This design comes from an exercise in tuning for small area on the open sky130 flow, not from production work. Function was checked by simulation only, so behaviour that the tests miss may differ from the original. Power figures rest on the tool's default switching activity, not on a simulated workload.

## sepr_top
module sepr_top (
   input  logic              core_clk,
   input  logic              uctl_rst_n,
   input  logic              get_rd_ptrs,
   input  logic              wr_addr_en,
   input  logic              hdr_rd,
   input  logic              rd,
   input  logic              updt_rd_buf,
   output logic              rd_ptrs_rcvd,
   output logic              buf_empty,
   output logic              hdr_rd_dn,
   output logic              transfer_dn,
   output logic              buf_updt_dn,
   input  logic [addr_w-1:0] mem_rd_data,
   input  logic              mem_ack,
   input  logic              mem_dval,
   output logic [addr_w-1:0] mem_addr,
   output logic              mem_rd,
   input  logic              dma_dn,
   input  logic [addr_w-1:0] cfg_sys_wr_addr,
   output logic              dma_start,
   output logic [addr_w-1:0] dma_laddr,
   output logic [len_w-1:0]  dma_len,
   output logic [addr_w-1:0] dma_ep_start_addr,
   output logic [addr_w-1:0] dma_ep_end_addr,
   output logic [addr_w-1:0] sys_wr_addr,
   input  logic [addr_w-1:0] ept_start_addr,
   input  logic [addr_w-1:0] ept_end_addr,
   input  logic [addr_w-1:0] ept_rd_ptr,
   input  logic [addr_w-1:0] ept_wr_ptr,
   input  logic              ept_last_op,
   input  logic              ept_updt_dn,
   output logic              ept_req_data,
   output logic              ept_updt_req,
   output logic [addr_w-1:0] ept_wr_rd_ptr
);
   logic              ld_ptr;
   logic              ld_hdr;
   logic              wr_addr_load;
   logic              xfer_done;
   logic              xfer_busy;
   logic              ptr_buf_empty;    
   logic [addr_w-1:0] start_addr;
   logic [addr_w-1:0] end_addr;
   logic [addr_w-1:0] rd_ptr;
   logic [addr_w-1:0] rd_ptr_n;
   logic [addr_w-1:0] next_rd_ptr;
   sepr_ctrl_fsm i_ctrl_fsm (
      .core_clk, .uctl_rst_n, .get_rd_ptrs, .wr_addr_en, .hdr_rd, .rd, .updt_rd_buf,
      .mem_ack, .dma_dn, .ept_updt_dn, .buf_empty_in(ptr_buf_empty),
      .rd_ptrs_rcvd, .buf_empty, .hdr_rd_dn, .transfer_dn, .buf_updt_dn,
  ...
clock: 10.0 ns
lec_check: 0
cap_margin: 20
core_margin: 2
core_utilization: 40
slew_margin: 20
synth_hierarchical: 1
standard.sh (not shown) runs the stock make flow with config.mk's settings and CLKGATE_MAP_FILE= SYNTH_SCRIPT=/design/flow/synth_recipe.tcl, a recipe that flattens the netlist after the stock synthesis.
==> flow/flow/run.sh <==
#!/bin/bash
# Standard ORFS layout (the standard.sh), with each port buffered by the
# smallest buffer, and a clock tree of clkbuf_8 and clkbuf_4 without dummy loads.
set -euo pipefail
export BUFFER_PORTS_ARGS="-buffer_cell sky130_fd_sc_hd__buf_1"
export CTS_ARGS="-sink_clustering_enable -repair_clock_nets -dont_use_dummy_load -root_buf sky130_fd_sc_hd__clkbuf_8 -sink_clustering_buffer sky130_fd_sc_hd__clkbuf_4 -sink_clustering_size 8 -buf_list {sky130_fd_sc_hd__clkbuf_4 sky130_fd_sc_hd__clkbuf_8}"
bash standard.sh finish > standard_flow.log 2>&1
Change:
==> flow/flow/run.sh (replaced) <==
#!/bin/bash
# Standard ORFS layout (the standard.sh), with each port buffered by the
# smallest buffer, and a clock tree of clkbuf_8 without dummy loads.
set -euo pipefail
export BUFFER_PORTS_ARGS="-buffer_cell sky130_fd_sc_hd__buf_1"
export CTS_ARGS="-sink_clustering_enable -repair_clock_nets -dont_use_dummy_load -buf_list sky130_fd_sc_hd__clkbuf_8"
bash standard.sh finish > standard_flow.log 2>&1
--- a/flow/config.mk
+++ b/flow/config.mk
@@ -9,3 +9,3 @@
 export CORE_MARGIN = 2
-export CORE_UTILIZATION = 40
+export CORE_UTILIZATION = 72
 export SLEW_MARGIN = 20
Clock power is lower by about 1%.
Utilization rose by 37 points.
Final cell count went down by 10%.
Setup slack gets worse by 0.060 ns.
Die area drops by about 44%.
Change:
--- a/flow/config.mk
+++ b/flow/config.mk
@@ -9,3 +9,3 @@
 export CORE_MARGIN = 2
-export CORE_UTILIZATION = 72
+export CORE_UTILIZATION = 65
 export SLEW_MARGIN = 20
After rerunning: Total power falls by 2.6%; via count falls by about 6%; first-iteration DRC count falls by about 40%; die area rises by 10%; wire length falls by 7.7%; core utilization falls by 9.2 points; design area barely changes; cell count rises by 0.76%.

separate check: timing with driven ports:
The flow's constraints put no driver on any port. The routed layouts listed below were extracted and timed again, unchanged, in two steps. Step 1 sets driving cells, clkbuf_16 on the clock port and buf_2 on the other inputs (assumed; they add their load-dependent delay and slew). Step 2, shift: input delay + t, output delay - t, t = (earliest + latest rising clock arrival at the registers) / 2. This alone moves slack from input paths to output paths. Slacks: no drivers / after step 1 / after step 2; pairs: no drivers / after step 1.
run | t, ns | slack for setup (ns) | slew at the worst register clock pin (ns) | pins driven straight from the clock port
the first run | 0.529 | 0.291 / 0.291 / 0.291 | 0.11 / 0.11 | 1
the second run | 0.503 | 0.231 / 0.231 / 0.231 | 0.11 / 0.11 | 1
the third run | 0.498 | 0.222 / 0.222 / 0.222 | 0.11 / 0.11 | 1
After both steps setup and hold are still met in every run listed.
